Context: an optimization exercise on an open-source flow, tuned for small area, a short achievable clock period and few clock cycles per item. The choices shown serve that exercise and are no tape-out recipe. Function was checked by simulation only, so behaviour that the tests miss may differ from the original. Power is estimated from default activity; no workload was simulated.

## playfair_digraph_cipher_top
module playfair_digraph_cipher_top (
  input  logic         clk,
  input  logic         rst_n,
  input  logic         cfg_we,
  input  logic [2:0]   cfg_index,
  input  logic [24:0]  cfg_data,
  input  logic         in_valid,
  output logic         in_ready,
  input  logic [4:0]   in_letter,
  input  logic         in_final,
  output logic         out_valid,
  input  logic         out_ready,
  output logic [4:0]   out_letter,
  output logic         out_letter_valid,
  output logic         out_eom,
  output logic         out_odd_error
);
==> flow/config.mk <==
export PLATFORM = sky130hd
export DESIGN_NAME = playfair_digraph_cipher_top
export DESIGN_NICKNAME = playfair_digraph_cipher_top
export VERILOG_FILES = /design/flow/design.v
export SDC_FILE = /design/flow/constraint.sdc
export NUM_CORES = 4
export LEC_CHECK = 0
export ABC_AREA = 1
export CAP_MARGIN = 20
export CORE_MARGIN = 2
export CORE_UTILIZATION = 50
export CTS_BUF_LIST = sky130_fd_sc_hd__clkbuf_16
export CTS_CLUSTER_DIAMETER = 140
export CTS_CLUSTER_SIZE = 28
export PLACE_DENSITY = 0.7
export SETUP_SLACK_MARGIN = 4.3
export SLEW_MARGIN = 20
==> flow/constraint.sdc <==
create_clock -name core_clock -period 7.0 [get_ports {clk}]
set_input_delay 1.4000 -clock core_clock [delete_from_list [all_inputs] [get_ports {clk}]]
set_output_delay 1.4000 -clock core_clock [all_outputs]
set_load 0.01 [all_outputs]
run.sh (not shown) runs the stock make flow with config.mk's settings and CLKGATE_MAP_FILE= SYNTH_SCRIPT=/design/flow/synth_recipe.tcl, a recipe that flattens the netlist after the stock synthesis.
Testbench counts at the start, summed over its fixed seeds: cycles 13,875, letters 12,800.
Edit:
--- a/flow/config.mk
+++ b/flow/config.mk
@@ -11,6 +11,6 @@
 export CORE_UTILIZATION = 50
 export CTS_BUF_LIST = sky130_fd_sc_hd__clkbuf_16
-export CTS_CLUSTER_DIAMETER = 140
-export CTS_CLUSTER_SIZE = 28
+export CTS_CLUSTER_DIAMETER = 120
+export CTS_CLUSTER_SIZE = 25
 export PLACE_DENSITY = 0.7
 export SETUP_SLACK_MARGIN = 4.3
Non-clock buffer count grows by 2.
Global-route usage rises by 0.28 points.
Synthesized area does not change.
Routed wire length rises by 0.56%.
Power rose by 2.6%.
Utilization grows by 0.45 points.
Die area stays the same.
Edit:
--- a/flow/config.mk
+++ b/flow/config.mk
@@ -9,9 +9,9 @@
 export CAP_MARGIN = 20
 export CORE_MARGIN = 2
-export CORE_UTILIZATION = 50
+export CORE_UTILIZATION = 55
 export CTS_BUF_LIST = sky130_fd_sc_hd__clkbuf_16
-export CTS_CLUSTER_DIAMETER = 120
-export CTS_CLUSTER_SIZE = 25
-export PLACE_DENSITY = 0.7
+export CTS_CLUSTER_DIAMETER = 150
+export CTS_CLUSTER_SIZE = 30
+export PLACE_DENSITY = 0.75
 export SETUP_SLACK_MARGIN = 4.3
 export SLEW_MARGIN = 20
Effect:
- The changed run ran to the end with no violations
- sequential share of layout area came out higher by 0.12 points
- first-iteration DRC count went up by 12%
- final area hardly moves
- combinational power rises by about 0.6%
- sequential power hardly moves
- non-clock buffer count goes down by 1
- wire length drops by 1.1%
- synthesized cell count stays the same
Edit:
--- a/flow/config.mk
+++ b/flow/config.mk
@@ -9,9 +9,9 @@
 export CAP_MARGIN = 20
 export CORE_MARGIN = 2
-export CORE_UTILIZATION = 55
+export CORE_UTILIZATION = 50
 export CTS_BUF_LIST = sky130_fd_sc_hd__clkbuf_16
 export CTS_CLUSTER_DIAMETER = 150
 export CTS_CLUSTER_SIZE = 30
-export PLACE_DENSITY = 0.75
+export PLACE_DENSITY = 0.7
 export SETUP_SLACK_MARGIN = 4.3
 export SLEW_MARGIN = 20
Outcome:
- The new run produced a clean layout
- sequential power barely changes
- non-clock buffer count is unchanged
- final cell count is higher slightly
- sequential cell count does not change
- hold slack gains 35 ps
- global-route usage is lower by 2.1 points
- via count is lower slightly
- register-to-register slack gains 60 ps
- setup slack gains 53 ps
- wire length stays flat
Edit:
--- a/flow/config.mk
+++ b/flow/config.mk
@@ -9,9 +9,9 @@
 export CAP_MARGIN = 20
 export CORE_MARGIN = 2
-export CORE_UTILIZATION = 50
+export CORE_UTILIZATION = 40
 export CTS_BUF_LIST = sky130_fd_sc_hd__clkbuf_16
-export CTS_CLUSTER_DIAMETER = 150
-export CTS_CLUSTER_SIZE = 30
-export PLACE_DENSITY = 0.7
+export CTS_CLUSTER_DIAMETER = 120
+export CTS_CLUSTER_SIZE = 25
+export PLACE_DENSITY = 0.6
 export SETUP_SLACK_MARGIN = 4.3
 export SLEW_MARGIN = 20
Count of clock-buffer cells in the layout goes up by 2.
Clock skew goes down by 24 ps.
Cell count goes up by a few percent.
Total power goes up by a few percent.
Worst setup slack degrades by 96 ps.
Global-route usage goes down by 4.5 points.
Utilization goes down by 10 points.
Routed wire length goes up by a few percent.

Starting RTL as in the previous note.
clock: 7.0 ns
lec_check: 0
abc_area: 1
cap_margin: 20
core_margin: 2
core_utilization: 50
cts_buf_list: sky130_fd_sc_hd__clkbuf_16
cts_cluster_diameter: 120
cts_cluster_size: 25
place_density: 0.7
setup_slack_margin: 4.4
slew_margin: 20
The baseline finished clean.
Testbench counts at the start, summed over its fixed seeds: cycles 13,875, letters 12,800.
Then changed:
ABC_AREA = 0   (was 1)
SETUP_SLACK_MARGIN = 4.3   (was 4.4)
After rerunning: Critical path depth increases by 5; total power decreases by 6.2%; core utilization shrinks by 2.2 points; sequential power barely changes.
Then changed:
ABC_AREA = 1   (was 0)
CTS_CLUSTER_DIAMETER = 150   (was 120)
CTS_CLUSTER_SIZE = 30   (was 25)
SETUP_SLACK_MARGIN = 4.2   (was 4.3)
Wire length grows by 11%; clock skew grows by 0.026 ns; cell area grows by 0.50%; clock-buffer cell count shrinks by 2; total power stays flat.
Then changed:
CTS_CLUSTER_DIAMETER = 140   (was 150)
CTS_CLUSTER_SIZE = 28   (was 30)
GPL_TIMING_DRIVEN = 0   (was not set)
SETUP_SLACK_MARGIN = 4.3   (was 4.2)
Outcome: The changed run completed without violations. Clock skew went down by 0.027 ns. Utilization is higher by 2.7 points. Clock-buffer cell count does not change.
Then changed:
==> flow/flow/run.sh (new file) <==
#!/bin/bash
# The standard layout, except that the buffers ABC inserted during synthesis are removed
# at floorplan (ORFS's REMOVE_ABC_BUFFERS) so that repair_design buffers from placement.
set -euo pipefail
bash standard.sh REMOVE_ABC_BUFFERS=1 finish > "$(pwd)/standard_flow.log" 2>&1
==> flow/standard.sh (new file) <==
#!/bin/bash
# synth_recipe.tcl (not shown) runs the flow's synth.tcl, then flattens the netlist and writes it again
# the make line also repeats each setting of config.mk as NAME=value (left out here)
make -C /OpenROAD-flow-scripts/flow DESIGN_CONFIG=/design/flow/config.mk WORK_HOME=/design/flow/orfs CLKGATE_MAP_FILE= SYNTH_SCRIPT=/design/flow/synth_recipe.tcl "${@:-finish}"
CTS_CLUSTER_DIAMETER = 120   (was 140)
CTS_CLUSTER_SIZE = 25   (was 28)
GPL_TIMING_DRIVEN = not set   (was 0)
removed: flow/run.sh
Outcome: The changed run ran to the end with no violations. Routed wire length fell by 9.8%. Sequential share of layout area rose by 1.8 points. Clock skew stays flat. Power fell by 1.7%. Maximum frequency rose by 0.78%.

[separate check: timing with driven ports]
No port has a modelled driver above. Below, the same layouts with a new extraction and two added sets of constraints.
Step 1 assumes that a clkbuf_16 drives the clock port and a buf_2 every other input.
Step 2 adds t to the input delays and takes it off the output delays; t is the mean of the earliest and latest rising clock arrival at the registers after step 1. Input paths then give back, and output paths get back, about the clock's delay inside the block.
Three values: no drivers, after step 1, after step 2; two values: the first two.
| run | shift t [ns] | slack for setup (ns) | slew at the worst register clock pin (ns) |
|---|---|---|---|
| the first run of note 1 | 0.514 | 4.356 / 4.380 / 3.866 | 0.12 / 0.12 |
| the second run of note 1 | 0.525 | 4.382 / 4.400 / 3.880 | 0.11 / 0.11 |
| the third run of note 1 | 0.499 | 4.351 / 4.368 / 3.869 | 0.12 / 0.12 |
| the fourth run of note 1 | 0.505 | 4.404 / 4.408 / 3.923 | 0.12 / 0.12 |
| the fifth run of note 1 | 0.524 | 4.308 / 4.308 / 3.839 | 0.11 / 0.11 |
| the first run of note 2 | 0.522 | 4.404 / 4.402 / 3.908 | 0.10 / 0.10 |
| the second run of note 2 | 0.514 | 4.283 / 4.283 / 3.885 | 0.10 / 0.10 |
| the third run of note 2 | 0.502 | 4.218 / 4.175 / 3.847 | 0.12 / 0.12 |
| the fourth run of note 2 | 0.532 | 4.345 / 4.373 / 3.842 | 0.12 / 0.12 |
| the fifth run of note 2 | 0.528 | 4.366 / 4.388 / 3.860 | 0.11 / 0.11 |
After both steps setup and hold are still met in every run listed. The setup slack of the fifth run of note 2, which loses most, moves by +0.022 ns with the drivers and by -0.506 ns with both steps.
